This is an optimization exercise on Yosys and OpenROAD, whose aim is small area and a short achievable clock period, not a production implementation. In this exercise RTL edits were held to simulation tests only and were not proved equivalent to the original. Power and IR drop assume default switching activity.

==> flow/config.mk <==
export PLATFORM = sky130hd
export DESIGN_NAME = lc4_top
export DESIGN_NICKNAME = lc4_top
export VERILOG_FILES = /design/flow/design.v
export SDC_FILE = /design/flow/constraint.sdc
export NUM_CORES = 4
export LEC_CHECK = 0
export CAP_MARGIN = 20
export CORE_MARGIN = 2
export CORE_UTILIZATION = 40
export SLEW_MARGIN = 20
==> flow/constraint.sdc <==
create_clock -name core_clock -period 5.0 [get_ports {clk}]
set_input_delay 1.0000 -clock core_clock [delete_from_list [all_inputs] [get_ports {clk}]]
set_output_delay 1.0000 -clock core_clock [all_outputs]
set_load 0.01 [all_outputs]
==> flow/design.v <==
`timescale 1ns/10ps
module lc4_top (
   input  logic        clk,
   input  logic        rst,
   output logic [15:0] cur_pc,
   input  logic [15:0] insn0,
   input  logic [15:0] insn1,
   output logic [15:0] ret0_pc,
   output logic [15:0] ret0_insn,
   output logic        ret0_we,
   output logic [2:0]  ret0_wsel,
   output logic [15:0] ret0_data,
   output logic [1:0]  ret0_stall,
   output logic [15:0] ret1_pc,
   output logic [15:0] ret1_insn,
   output logic        ret1_we,
   output logic [2:0]  ret1_wsel,
   output logic [15:0] ret1_data,
   output logic [1:0]  ret1_stall
);
   function automatic logic writes(input logic [15:0] i);
      case (i[15:12])
         4'b0001: writes = i[5] | (i[5:3] == 3'b000) | (i[5:3] == 3'b010);
         4'b0101: writes = (i[5:3] == 3'b000) | (i[5:3] == 3'b010) | (i[5:3] == 3'b011);
         4'b1001: writes = 1'b1;
         default: writes = 1'b0;
      endcase
   endfunction
   logic [15:0] pc_q;
   logic [15:0] slot_a, slot_b;
   logic        d_empty;
   logic        a_we, b_rs_re, b_rt_re, split;
   always_comb begin
      a_we    = writes(slot_a);
      b_rs_re = writes(slot_b) && (slot_b[15:12] != 4'b1001);
      b_rt_re = b_rs_re && !((slot_b[15:12] == 4'b0001) && slot_b[5]);
      split   = !d_empty && a_we &&
                ((b_rs_re && (slot_b[8:6] == slot_a[11:9])) ||
                 (b_rt_re && (slot_b[2:0] == slot_a[11:9])));
   end
   always_ff @(posedge clk) begin
      if (rst) begin
         pc_q    <= 16'h8200;
         d_empty <= 1'b1;
      end else begin
         pc_q    <= pc_q + (split ? 16'd1 : 16'd2);
         d_empty <= 1'b0;
      end
   end
   always_ff @(posedge clk) begin
      if (split) begin
         slot_a <= slot_b;
         slot_b <= insn0;
      end else begin
         slot_a <= insn0;
         slot_b <= insn1;
      end
   end
   logic [15:0] x_insn0, x_insn1;
   logic        x_empty, x_split;
   always_ff @(posedge clk) begin
      if (rst) begin
         x_empty <= 1'b1;
         x_split <= 1'b0;
      end else begin
         x_empty <= d_empty;
         x_split <= split;
      end
   end
   always_ff @(posedge clk) begin
      x_insn0 <= slot_a;
      x_insn1 <= slot_b;
   end
   logic [15:0] regs [8];
   logic [7:0]  rvalid;
   function automatic logic [15:0] rd_reg(input logic [2:0] sel, input logic [7:0] vld,
                                          input logic [127:0] flat);
      logic [15:0] v;
      v = '0;
      for (int r = 0; r < 8; r++) begin
         v = v | (flat[r*16 +: 16] & {16{vld[r] && (sel == r[2:0])}});
      end
      rd_reg = v;
   endfunction
   logic [127:0] regs_flat;
   always_comb begin
      for (int r = 0; r < 8; r++) regs_flat[r*16 +: 16] = regs[r];
   end
   function automatic logic [15:0] alu(input logic [15:0] i, input logic [15:0] ra,
                                       input logic [15:0] rb);
      logic [15:0] b;
      logic        sub;
      b   = i[5] ? {{11{i[4]}}, i[4:0]} : rb;
      sub = !i[5] && i[4];
      if (i[15]) begin
         alu = {{7{i[8]}}, i[8:0]};
      end else if (i[14]) begin
         if (i[3])      alu = ra ^ rb;
         else if (i[4]) alu = ra | rb;
         else           alu = ra & rb;
      end else begin
         alu = ra + (sub ? ~b : b) + {15'd0, sub};
      end
   endfunction
   logic [15:0] res0, res1;
   logic        xwe0, xwe1;
   always_comb begin
      res0 = alu(x_insn0, rd_reg(x_insn0[8:6], rvalid, regs_flat),
                 rd_reg(x_insn0[2:0], rvalid, regs_flat));
      res1 = alu(x_insn1, rd_reg(x_insn1[8:6], rvalid, regs_flat),
                 rd_reg(x_insn1[2:0], rvalid, regs_flat));
      xwe0 = !x_empty && writes(x_insn0);
      xwe1 = !x_empty && !x_split && writes(x_insn1);
   end
   always_ff @(posedge clk) begin
      for (int r = 0; r < 8; r++) begin
         if (xwe1 && (x_insn1[11:9] == r[2:0])) begin
            regs[r] <= res1;
         end else if (xwe0 && (x_insn0[11:9] == r[2:0])) begin
            regs[r] <= res0;
         end
      end
   end
   always_ff @(posedge clk) begin
      for (int r = 0; r < 8; r++) begin
         if (rst) begin
            rvalid[r] <= 1'b0;
         end else if ((xwe1 && (x_insn1[11:9] == r[2:0])) ||
                      (xwe0 && (x_insn0[11:9] == r[2:0]))) begin
            rvalid[r] <= 1'b1;
         end
      end
   end
   logic [15:0] w_pc0, w_insn0, w_insn1, w_data0, w_data1;
   logic        w_we0, w_we1, w_empty, w_split;
   always_ff @(posedge clk) begin
      if (rst) begin
         w_empty <= 1'b1;
         w_split <= 1'b0;
         w_we0   <= 1'b0;
         w_we1   <= 1'b0;
      end else begin
         w_empty <= x_empty;
         w_split <= x_split;
         w_we0   <= xwe0;
         w_we1   <= xwe1;
      end
   end
   always_ff @(posedge clk) begin
      w_pc0   <= pc_q - (x_split ? 16'd3 : 16'd4);
      w_insn0 <= x_insn0;
      w_insn1 <= x_insn1;
      w_data0 <= res0;
      w_data1 <= res1;
   end
   assign cur_pc     = pc_q;
   assign ret0_pc    = w_pc0;
   assign ret0_insn  = w_insn0;
   assign ret0_we    = w_we0;
   assign ret0_wsel  = w_insn0[11:9];
   assign ret0_data  = w_data0;
   assign ret0_stall = {w_empty, 1'b0};
   assign ret1_pc    = w_pc0 + 16'd1;
   assign ret1_insn  = w_insn1;
   assign ret1_we    = w_we1;
   assign ret1_wsel  = w_insn1[11:9];
   assign ret1_data  = w_data1;
   assign ret1_stall = {w_empty, w_split};
endmodule
==> flow/run.sh <==
#!/bin/bash
# synth_recipe.tcl (not shown) runs the flow's synth.tcl, then flattens the netlist and writes it again
# the make line also repeats each setting of config.mk as NAME=value (left out here)
make -C /OpenROAD-flow-scripts/flow DESIGN_CONFIG=/design/flow/config.mk WORK_HOME=/design/flow/orfs CLKGATE_MAP_FILE= SYNTH_SCRIPT=/design/flow/synth_recipe.tcl finish
==> run summary, run 1 <==
- Status: finished clean
- Cell taking the most area after synthesis: edfxtp_1
- Root Driver: clkbuf_16
- Post-Syn Instances: 1951
- Crit path max-delay cell type: a221oi_1
- Clk sinks: 303
- Setup slack, reg-to-reg: 0.1 ns
- CP Depth: 16
- CTS H-tree depth: 2
- Clock skew: 0.0256 ns
- Critical path class: reg -> reg
- Setup_tns: 0 ns
- CTS tree: done
- CP Buf/Inv Count: 2
- Hold depth: 0
- Worst-path clk slew: 0.06 ns
- Final instance area: 22700 um^2
- Ant. Diodes: 0
- Clk buf depth: 3
- Detail Route Antenna Nets: 0
- Initial DRC Count: about 2200
- Placed cell area: 21300 um^2
- Chip width: 218 um
- Fill cells: approximately 4100
- Share of cells above drive strength 1: 0.157
- Type of origin of the critical path: flip-flop
- Pins Over Slew Limit: 0
- Setup violators final: 0
- Hold EP: x_insn0[6]
- Fin crit share: 0.980
- Syn nets: approximately 2100
- Synth Cell Area: between 15000 and 20000 um^2
- RD Place Congestion: 0.952
- Unique masters post-synth: 80
- Top post-synthesis cells by area: edfxtp_1 21%, dfxtp_1 19%, ha_1 6.7%, mux2i_1 5.8%, nand2_1 3.9%
- Hold Path Class: reg -> reg
- Reg2reg end: regs[4][13]
- DR vias: around 17000
- Max stage delay on crit path: 0.64 ns
- Final worst path period need: 4.90 ns
- First-pass GRT wire length: 102000 um
- Post-synthesis sequential area ratio: 0.400
- Worst-skew pair later-pin latency: 0.57 ns
- CP Cell Sequence: and4b_1 > buf_4 > a222oi_1 > nand2_1 > a221oi_1 > buf_4 > nor2_1 > xor2_1 > ha_1 > a21o_1 > a21o_1 > a21oi_1 > o21ai_0 > a211o_1 > a31oi_4 > mux2i_1
- Power Density: 277 nW/um^2
- WP data required: approximately 5.3 ns
- Nets@finish: 2275
- Leakage power: 9.86 nW
- Total congestion overflow: 0
- CP Max Fanout: 11
- Fraction of registers with async set/reset: 0
- Yosys warns: 2
- Slew @ Worst Pin: 1.03 ns
- Largest net degree at the start of global routing: 40
- Full die area: about 48000 um^2
- Share of the synthesized area in the top cell type: 0.209
- Post-synth EDFFs: approximately 130
- Hold buffer count at CTS: 0
- All-layer global routing usage: 0.284
- Yosys reg bits: 303
- Relative max-transition margin: 0.311
- Initial antenna violation count: 0
- Crit path max-delay family: compound AO/OA/AOI/OAI gates
- Unrepaired setup endpoints after global routing: yes
- DRC: 0
- # rows: 78
- Fin util: 0.500
- Port Buffers: 156
- Core area: 45400 um^2
- Die Y: ~220 um
- Total CTS buffers: 36
- Vias in the first global route: 16193
- Final WL: between 60000 and 70000 um
- Top Ports: 158
- Max-Cap Viols: 0
- Main synth FF type: dfxtp_1
- Worst flop-to-flop path startpoint: x_insn0[2]
- Mean Syn Cell Area: between 9 and 10 um^2
- Detailed placement HPWL: slightly above 50000 um
- First-pass iteration count of the detailed router: 10
- Crit path arrival time: slightly above 5 ns
- Initial Util: 0.405
- Area Growth Syn to Fin: 23.4%
- Min-delay src: slot_a[6]
- CP endpoint kind: flip-flop
- Endpoints failing hold: 0
- Fmax: about 0.20 GHz
- VDD IR max: 253 uV
- Via/cell ratio: between 6 and 7
- Routed WL per cell: roughly 25 um
- R2r worst-path depth: 16
## cell usage in the layout (no fill, tap or decap), types with 14 or more instances in the layout
cell type and instances:
nand2_1 193, dfxtp_1 164, clkdlybuf4s50_1 155, buf_4 136
inv_1 129, edfxtp_1 128, nor2_1 127, mux2i_1 106
ha_1 98, a22oi_1 78, a21oi_1 72, o21ai_0 66
xor2_1 52, a222oi_1 51, nand3_1 43, xnor2_1 41
clkbuf_16 39, mux2_2 37, a22o_1 31, a221o_1 26
o21ai_1 22, and3_1 20, nor3_1 20, or2_2 19
a211oi_1 17, nor2b_1 16, a21oi_2 16, a221oi_1 15
a31oi_1 14
## metal layers
metal,vias to the layer above,track usage,part of all wire
met3,196,0.0642,0.098
met4,0,0.117,0.040
met2,930,0.449,0.45
met1,8072,0.375,0.41
li1,7510,-,-
met5,-,0,0
## what timing repair did
action | CTS | global route
pin swaps | 0 | 8
setup endpoints to repair | 25 | 75
resized for setup | 9 | 23
buffers inserted | 0 | 7
## metrics by stage
stage / cells / hold slack (ns) / setup WS (ns) / total power (W)
final: 2765 / 0.327 / 0.0991 / 0.00629
after global routing: 2765 / 0.330 / -0.00818 / 0.00648
after CTS: 2758 / 0.325 / 0.0292 / 0.00631
after detailed placement: 2694 / 0.314 / -0.171 / 0.00354
after global placement: 2694 / 0.313 / -0.0262 / 0.00353
after floorplan: 1951 / 0.310 / 0.185 / 0.00318
## power breakdown
part | internal, W | switching, W
clock network | 0.00165 | 0.00113
registers | 0.00268 | 0.0000890
logic | 0.000341 | 0.000396
## cell type report
| type | count | area [um^2] | area share |
|---|---|---|---|
| multi-input cells | 1366 | 10100 | 0.447 |
| flip-flops and latches | 303 | 7360 | 0.324 |
| repair buffers | 298 | 2690 | 0.119 |
| clock buffers | 45 | 998 | 0.0440 |
| well taps | 600 | 751 | 0.0331 |
| inverters | 134 | 503 | 0.0222 |
| clock inverters | 19 | 238 | 0.0105 |
## cells by family after synthesis
family	synth area share
AOI/OAI and AO/OA	0.197
xor gates and xnor gates	0.0443
adders and majority gates	0.0710
buffers and inverters	0.0615
DFF	0.400
muxes	0.0823
other	0.000204
and+or+nand+nor	0.144
## sequential cells by signal, summed over array words and instances (netlist names)
signal	cells
d_empty	1
pc_q	16
regs	128
rvalid	8
slot_a	16
slot_b	16
w_data0	16
w_data1	16
w_empty	1
w_insn0	16
w_insn1	16
w_pc0	16
w_split	1
w_we0	1
w_we1	1
x_empty	1
x_insn0	16
x_insn1	16
x_split	1
## cells in the mapped netlist, types with 9 or more instances
cell type	instances
ha_1	98
buf_2	10
a22oi_1	78
a211oi_1	18
nand3_1	43
a31oi_1	14
buf_4	14
edfxtp_1	128
dfxtp_1	175
o31ai_1	10
inv_1	129
a22o_1	31
a21oi_2	13
mux2i_1	106
a211o_1	12
nand2b_1	10
and3_1	20
nand4_1	11
buf_1	20
a222oi_1	51
xnor2_1	41
nor2_1	127
nand2_1	193
mux2_2	37
clkbuf_1	103
nor2b_1	16
or2_2	19
xor2_1	52
a21oi_1	75
a21o_1	9
o21ai_1	21
a221o_1	26
nor3_1	22
a221oi_1	17
o21ai_0	74
## worst max-delay path by stage
stage | start | end | slack [ns]
global route | x_insn1[0] | regs[4][11] | -0.008
finish | x_insn0[2] | regs[4][13] | 0.1
floorplan | x_insn1[0] | regs[2][11] | 0.18
CTS | x_insn0[1] | regs[2][13] | 0.03
global placement | x_insn1[1] | regs[4][11] | -0.03
detailed placement | x_insn1[1] | regs[4][11] | -0.17
==> run 2: changes to the inputs <==
--- a/flow/design.v
+++ b/flow/design.v
@@ -114,9 +114,13 @@
    end
+   logic [7:0] wr0, wr1, hold;
+   always_comb begin
+      for (int r = 0; r < 8; r++) begin
+         wr1[r]  = xwe1 && (x_insn1[11:9] == r[2:0]);
+         wr0[r]  = xwe0 && (x_insn0[11:9] == r[2:0]) && !wr1[r];
+         hold[r] = !wr0[r] && !wr1[r];
+      end
+   end
    always_ff @(posedge clk) begin
       for (int r = 0; r < 8; r++) begin
-         if (xwe1 && (x_insn1[11:9] == r[2:0])) begin
-            regs[r] <= res1;
-         end else if (xwe0 && (x_insn0[11:9] == r[2:0])) begin
-            regs[r] <= res0;
-         end
+         regs[r] <= (regs[r] & {16{hold[r]}}) | (res0 & {16{wr0[r]}}) | (res1 & {16{wr1[r]}});
       end
--- a/flow/config.mk
+++ b/flow/config.mk
@@ -7,5 +7,7 @@
 export LEC_CHECK = 0
+export ABC_CLOCK_PERIOD_IN_PS = 2500
 export CAP_MARGIN = 20
 export CORE_MARGIN = 2
-export CORE_UTILIZATION = 40
+export CORE_UTILIZATION = 60
+export SETUP_SLACK_MARGIN = 2.6
 export SLEW_MARGIN = 20
==> run 2 against run 1 <==
Effect of this change: the flow now stops in global routing; area after synthesis down 3.2%; synthesized cell count is 10% higher.
==> run summary, run 2 <==
- Status: aborted with a tool error
- Fail Step: global routing
- Stop err: [ERROR GRT-0232] Routing congestion too high. Check the congestion heatmap in the GUI.
- Share of the synthesized area in the top cell type: 0.341 (+0.132)
- Syn nets: 2291 (+9.8%)
- Total congestion overflow: 22
- Mean Syn Cell Area: 8.26 um^2 (-12%)
- Largest net degree at the start of global routing: 37
- Post-Syn Instances: 2155 (+10%)
- Post-synth EDFFs: 0 (-100%)
- CTS H-tree depth: 2 (unchanged)
- Synthesized-area fraction occupied by adder cells: 0.0734 (+0.00238)
- Clk sinks: 303 (unchanged)
- Most common cell in the netlist: dfxtp_1
- Yosys reg bits: 303 (unchanged)
- Compound-cell area share of the yosys netlist: 0.263 (+0.0662)
- Detailed placement HPWL: 52800 um (+4.3%)
- All-layer global routing usage: 0.773
- Post-place setup slack: 0.0869 ns (+0.258 ns)
- Cell taking the most area after synthesis: dfxtp_1
- Top post-synthesis cells by area: dfxtp_1 34%, a22oi_1 7.9%, ha_1 6.9%, nand2_1 5.5%, a21oi_1 3.9%
- XOR/XNOR share of the synthesized area: 0.0473 (+0.00296)
- Hold buffer count at CTS: 0 (unchanged)
- Chip width: 176 um (-19%)
- Fraction of registers with async set/reset: 0 (unchanged)
- Port Buffers: 156 (unchanged)
- Main synth FF type: dfxtp_1
- Most frequent cells after synthesis: 303 x dfxtp_1, 261 x nand2_1, 187 x a22oi_1
- Initial Util: 0.605 (+0.200)
- Unique masters post-synth: 92 (+15%)
- # rows: 63 (-19%)
- Synth Area in Simple Gates: 0.177 (+0.0326)
- Die Y: 176 um (-19%)
- Top Ports: 158 (unchanged)
- Yosys warns: 2 (unchanged)
- Total CTS buffers: 34 (-5.6%)
- Largest family of logic cells by synthesized area: compound AO/OA/AOI/OAI gates
- Clk buf depth: 3 (unchanged)
- Mux cell area share after synthesis: 0.0326 (-0.0497)
- Root Driver: clkbuf_16
- Placed insts: 2622 (-2.7%)
- Synth Cell Area: 17800 um^2 (-3.2%)
- RD Place Congestion: 1.05 (+11%)
- Post-synthesis sequential area ratio: 0.341 (-0.0586)
## run 2: layer usage
metal  track usage  overflow
met1         0.772         1
met2         0.940        10
met3         0.616         1
met4         0.751        10
met5         0.410         0
## run 2: repair_timing
item,in CTS
pin swaps,139
gates resized for setup,486
gates cloned,11
setup endpoints to repair,275
setup buffers,200
## run 2: stage by stage
stage	area (um^2)	utilization	power (W)
2_1_floorplan	18300	-	0.00357
3_3_place_gp	20300	0.689	0.00401
3_5_place_dp	20300	0.689	0.00404
4_1_cts	24500	0.833	0.00690
## run 2: how the worst max path moves through the flow
stage	startpoint	endpoint	slack (ns)	depth (start not counted)
3_3_place_gp	x_insn0[2]	regs[5][14]	0.21	18
3_5_place_dp	x_insn0[2]	regs[5][14]	0.09	18
2_1_floorplan	x_insn0[0]	regs[0][14]	0.85	20
4_1_cts	x_insn0[0]	regs[5][14]	0.77	19
## run 2: logic make-up after synthesis
kind of cell / count (synthesis)
AOI/OAI and AO/OA: 661
and+or+nand+nor: 650
DFF: 303
buffers and inverters: 289
adders and majority gates: 102
xor gates and xnor gates: 96
muxes: 53
other: 1
## run 2: power groups by stage
stage	combinational (W)	clock, W	sequential [W]
2_1_floorplan	0.000560	0	0.00301
3_3_place_gp	0.000819	0	0.00319
3_5_place_dp	0.000857	0	0.00318
4_1_cts	0.00106	0.00270	0.00314
==> run 3: changes to the inputs <==
--- a/flow/design.v
+++ b/flow/design.v
@@ -27,2 +27,8 @@
       endcase
+   endfunction
+   function automatic logic [7:0] sel_rs(input logic [15:0] i);
+      for (int r = 0; r < 8; r++) sel_rs[r] = !i[15] && (i[8:6] == r[2:0]);
+   endfunction
+   function automatic logic [7:0] sel_rt(input logic [15:0] i);
+      for (int r = 0; r < 8; r++) sel_rt[r] = !i[15] && !i[5] && (i[2:0] == r[2:0]);
    endfunction
@@ -59,2 +65,3 @@
    logic [15:0] x_insn0, x_insn1;
+   logic [7:0]  x_sa0, x_sb0, x_sa1, x_sb1;
    logic        x_empty, x_split;
@@ -72,12 +79,12 @@
       x_insn1 <= slot_b;
+      x_sa0   <= sel_rs(slot_a);
+      x_sb0   <= sel_rt(slot_a);
+      x_sa1   <= sel_rs(slot_b);
+      x_sb1   <= sel_rt(slot_b);
    end
    logic [15:0] regs [8];
-   logic [7:0]  rvalid;
-   function automatic logic [15:0] rd_reg(input logic [2:0] sel, input logic [7:0] vld,
-                                          input logic [127:0] flat);
+   function automatic logic [15:0] rd_reg(input logic [7:0] oh, input logic [127:0] flat);
       logic [15:0] v;
       v = '0;
-      for (int r = 0; r < 8; r++) begin
-         v = v | (flat[r*16 +: 16] & {16{vld[r] && (sel == r[2:0])}});
-      end
+      for (int r = 0; r < 8; r++) v = v | (flat[r*16 +: 16] & {16{oh[r]}});
       rd_reg = v;
@@ -88,17 +95,29 @@
    end
-   function automatic logic [15:0] alu(input logic [15:0] i, input logic [15:0] ra,
+   function automatic logic [15:0] alu(input logic [15:0] i, input logic [15:0] a,
                                        input logic [15:0] rb);
-      logic [15:0] b;
-      logic        sub;
-      b   = i[5] ? {{11{i[4]}}, i[4:0]} : rb;
-      sub = !i[5] && i[4];
-      if (i[15]) begin
-         alu = {{7{i[8]}}, i[8:0]};
-      end else if (i[14]) begin
-         if (i[3])      alu = ra ^ rb;
-         else if (i[4]) alu = ra | rb;
-         else           alu = ra & rb;
-      end else begin
-         alu = ra + (sub ? ~b : b) + {15'd0, sub};
+      logic [15:0] imm, b, g, p, x;
+      logic        sub, en_c, en_p, en_g;
+      logic [16:0] gg, pp, gn, pn;
+      imm  = i[15] ? {{7{i[8]}}, i[8:0]} : (i[5] ? {{11{i[4]}}, i[4:0]} : 16'd0);
+      sub  = !i[15] && !i[14] && !i[5] && i[4];
+      en_c = !i[14];
+      en_p = !i[14] || i[4] || i[3];
+      en_g = i[14] && !i[3];
+      b    = (rb | imm) ^ {16{sub}};
+      g    = a & b;
+      p    = a ^ b;
+      x    = (p & {16{en_p}}) | (g & {16{en_g}});
+      gg   = {g & {16{en_c}}, sub};
+      pp   = {p, 1'b0};
+      for (int d = 1; d < 17; d = d * 2) begin
+         gn = gg;
+         pn = pp;
+         for (int k = d; k < 17; k++) begin
+            gn[k] = gg[k] | (pp[k] & gg[k-d]);
+            pn[k] = pp[k] & pp[k-d];
+         end
+         gg = gn;
+         pp = pn;
       end
+      alu = x ^ gg[15:0];
    endfunction
@@ -107,6 +126,4 @@
    always_comb begin
-      res0 = alu(x_insn0, rd_reg(x_insn0[8:6], rvalid, regs_flat),
-                 rd_reg(x_insn0[2:0], rvalid, regs_flat));
-      res1 = alu(x_insn1, rd_reg(x_insn1[8:6], rvalid, regs_flat),
-                 rd_reg(x_insn1[2:0], rvalid, regs_flat));
+      res0 = alu(x_insn0, rd_reg(x_sa0, regs_flat), rd_reg(x_sb0, regs_flat));
+      res1 = alu(x_insn1, rd_reg(x_sa1, regs_flat), rd_reg(x_sb1, regs_flat));
       xwe0 = !x_empty && writes(x_insn0);
@@ -117,5 +134,6 @@
       for (int r = 0; r < 8; r++) begin
-         wr1[r]  = xwe1 && (x_insn1[11:9] == r[2:0]);
-         wr0[r]  = xwe0 && (x_insn0[11:9] == r[2:0]) && !wr1[r];
-         hold[r] = !wr0[r] && !wr1[r];
+         wr1[r]  = !rst && xwe1 && (x_insn1[11:9] == r[2:0]);
+         wr0[r]  = !rst && xwe0 && (x_insn0[11:9] == r[2:0]) && !wr1[r];
+         hold[r] = !rst && !(xwe0 && (x_insn0[11:9] == r[2:0])) &&
+                   !(xwe1 && (x_insn1[11:9] == r[2:0]));
       end
@@ -125,12 +143,2 @@
          regs[r] <= (regs[r] & {16{hold[r]}}) | (res0 & {16{wr0[r]}}) | (res1 & {16{wr1[r]}});
-      end
-   end
-   always_ff @(posedge clk) begin
-      for (int r = 0; r < 8; r++) begin
-         if (rst) begin
-            rvalid[r] <= 1'b0;
-         end else if ((xwe1 && (x_insn1[11:9] == r[2:0])) ||
-                      (xwe0 && (x_insn0[11:9] == r[2:0]))) begin
-            rvalid[r] <= 1'b1;
-         end
       end
--- a/flow/config.mk
+++ b/flow/config.mk
@@ -7,7 +7,6 @@
 export LEC_CHECK = 0
-export ABC_CLOCK_PERIOD_IN_PS = 2500
 export CAP_MARGIN = 20
 export CORE_MARGIN = 2
-export CORE_UTILIZATION = 60
-export SETUP_SLACK_MARGIN = 2.6
+export CORE_UTILIZATION = 50
+export SETUP_SLACK_MARGIN = 1.5
 export SLEW_MARGIN = 20
==> run 3 against run 2 <==
Effect of this change: the run now finishes clean; synthesized cell count is 17% lower; area after synthesis is 10% lower.
==> run summary, run 3 <==
- Final WL: roughly 66000 um
- Critical path class: reg -> reg
- Yosys warns: 2 (unchanged)
- Switch Pwr: 0.00169 W
- Max reg flops: 128
- Port Buffers: 156 (unchanged)
- Main synth FF type: dfxtp_1
- Crit path arrival time: 3.99 ns
- Post-synth EDFFs: 0 (unchanged)
- Internal Dissipation: 0.00476 W
- Yosys reg bits: 327 (+7.9%)
- Clk buf depth: 3 (unchanged)
- Layout Cells excl Fill: between 2000 and 2500
- Routed WL per cell: 27.7 um
- Initial antenna violation count: 1
- Detail Route Antenna Nets: 0
- Status: finished clean
- Hold depth: 0
- Setup violators final: 0
- Relative max-transition margin: 0.177
- Ant. Diodes: 0
- Leakage power: between 7 and 8 nW
- Logic pwr share: 0.123
- Root Driver: clkbuf_16
- Hold Path Class: reg -> reg
- Fin crit share: 0.723
- R2r worst-path depth: 13
- Synth Cell Area: 16000 um^2 (-10%)
- Die Y: 183 um (+3.7%)
- First-pass GRT wire length: 96900 um
- Reg power frac: 0.438
- Share of cells above drive strength 1: 0.180
- Chip width: 183 um (+3.7%)
- Worst-path clk slew: 0.06 ns
- Fill cells: 2592
- Unique masters post-synth: 82 (-11%)
- DR vias: 16617
- RD Place Congestion: 1.02 (-3.6%)
- Top post-synthesis cells by area: dfxtp_1 41%, a22oi_1 15%, xnor2_1 3.6%, ha_1 3.0%, nor2_1 2.7%
- Fmax: 0.277 GHz
- Total CTS buffers: 36 (+5.9%)
- Setup_tns: 0 ns
- Worst-skew pair later-pin latency: 0.55 ns
- WP data required: 5.38 ns
- CTS H-tree depth: 2 (unchanged)
- Initial Util: 0.506 (-0.0986)
- Area Growth Syn to Fin: 27.9%
- VDD IR max: 249 uV
- Area of the multi-input gates: 9280 um^2
- Share of the synthesized area in the top cell type: 0.410 (+0.0687)
- Post-synthesis sequential area ratio: 0.410 (+0.0687)
- Nets@finish: 2031
- Clock share of power: 0.440
- Most common cell in the netlist: dfxtp_1
- Pins Over Slew Limit: 0
- Reg area: 6620 um^2
- Commonest non-fill, non-tap cells in the layout: 309 x a22oi_1, 292 x dfxtp_1, 152 x clkdlybuf4s50_1
- Post-Syn Instances: 1779 (-17%)
- Power Density: 316 nW/um^2
- Core area: 31600 um^2
- CP endpoint kind: flip-flop
- Clock skew: 0.0268 ns
- Full die area: 33400 um^2
- Endpoints failing hold: 0
- Clk sinks: 327 (+7.9%)
- CP Max Fanout: 11
- Total congestion overflow: 0
- # rows: 65 (+3.2%)
- Most common cell after layout, fill and taps aside: a22oi_1
- Unrepaired setup endpoints after global routing: yes
- Type of origin of the critical path: flip-flop
- DRC: 0
- All-layer global routing usage: 0.379
- Syn nets: 1853 (-19%)
- Cell taking the most area after synthesis: dfxtp_1
- Via/cell ratio: 6.96
- Mean Syn Cell Area: 8.98 um^2 (+8.8%)
- Top Ports: 158 (unchanged)
- Detailed placement HPWL: 44700 um (-15%)
- First-pass iteration count of the detailed router: 9
- Placed insts: 2259 (-14%)
- Hold buffer count at CTS: 0 (unchanged)
- Most frequent cells after synthesis: 327 x dfxtp_1, 317 x a22oi_1, 115 x nor2_1
- Fraction of registers with async set/reset: 0 (unchanged)
- Initial DRC Count: approximately 2600
- Final worst path period need: about 3.6 ns
- Slew @ Worst Pin: approximately 1.2 ns
- Vias in the first global route: 15790
- Max-Cap Viols: 0
- CTS tree: done
- Biggest register: regs
- Largest net degree at the start of global routing: 32
- Switching share of power: 0.262
[run 3: worst paths after layout]
kind / from / endpoint / slack (ns)
setup / recovery: x_sa0[4] / regs[2][15] / 1.39
hold reg to reg: x_insn0[13] / w_insn0[13] / 0.34
setup reg to reg: x_sa0[4] / regs[2][15] / 1.39
hold / removal: x_insn0[13] / w_insn0[13] / 0.34
[run 3: final cells by class]
cell class,count,area share
clock inverter,16,0.0134
tap,402,0.0246
clock buffer,49,0.0494
timing repair buffer,279,0.127
sequential,327,0.324
inverter,43,0.00790
multi-input combinational,1270,0.454
[run 3: timing repair]
action                     4_1_cts  5_1_grt
gates cloned                     0        3
setup buffers                   14       41
pin swaps                       14       48
setup endpoints to repair      127      104
hold endpoints to repair         0        0
resized for setup               65      121
[run 3: per-layer routing]
layer / vias up / global-route usage / wire, um
met4: 0 / 0.228 / 4800
met5: - / 0 / 0
met1: 7812 / 0.497 / 25400
met2: 1373 / 0.561 / 27700
li1: 7115 / - / -
met3: 317 / 0.0997 / 8110
[run 3: power groups by stage]
stage	clock network (W)	registers, W	logic [W]
detailed placement	0	0.00287	0.000681
finish	0.00284	0.00282	0.000792
floorplan	0	0.00284	0.000356
global placement	0	0.00287	0.000680
CTS	0.00285	0.00281	0.000712
global route	0.00295	0.00283	0.000836
[run 3: cells by family (layout without fill, tap and decap cells)]
family / after synthesis / count (layout) / share of synthesized area
DFF: 327 / 327 / 0.410
and+or+nand+nor: 478 / 478 / 0.152
buffers and inverters: 182 / 387 / 0.0489
muxes: 31 / 31 / 0.0217
adders and majority gates: 40 / 40 / 0.0323
xor gates and xnor gates: 96 / 96 / 0.0526
other: 1 / 1 / 0.000235
AOI/OAI and AO/OA: 624 / 624 / 0.283
[run 3: critical path, stage by stage (launching register included)]
cell      delay [ns]
dfxtp_1         0.86
buf_4           0.30
a22oi_1         0.08
nand4_1         0.24
ha_4            0.26
a21oi_4         0.15
nor2_1          0.09
a2111o_1        0.37
a311oi_2        0.29
o32ai_2         0.13
xor2_1          0.20
buf_4           0.17
buf_2           0.16
o221ai_1        0.12
[run 3: stage by stage]
stage	hold slack, ns	cell area (um^2)	util	total power [W]	setup slack [ns]
after floorplan	0.323	16000	-	0.00319	1.52
after global placement	0.329	17900	0.569	0.00355	1.01
after detailed placement	0.330	17900	0.569	0.00355	0.974
after CTS	0.343	19600	0.620	0.00637	1.49
after global routing	0.346	20400	0.648	0.00661	1.36
final	0.338	20400	0.648	0.00645	1.39

re-timing with driven ports:
Ports are ideal in the flow. The routed layouts listed here were re-timed in OpenROAD.
Step 1 assumes that a clkbuf_16 drives the clock port and a buf_2 every other input.
Step 2, shift: input delay + t, output delay - t, t = (earliest + latest rising clock arrival at the registers) / 2. This alone moves slack from input paths to output paths.
Slacks: ideal ports / drivers / drivers and shift; pairs: ideal ports / drivers.
run | t, ns | setup WS [ns] | hold slack, ns | worst slew at a driven data input, ns
run 1 | 0.607 | 0.099 / 0.099 / 0.099 | 0.327 / 0.327 / 0.327 | 0.06
run 3 | 0.597 | 1.387 / 1.387 / 1.117 | 0.338 / 0.338 / 0.338 | 0.04
After both steps every run listed still meets setup and hold. The setup slack of run 3, which loses most, moves by 0.000 ns with the drivers and by -0.270 ns with both steps.
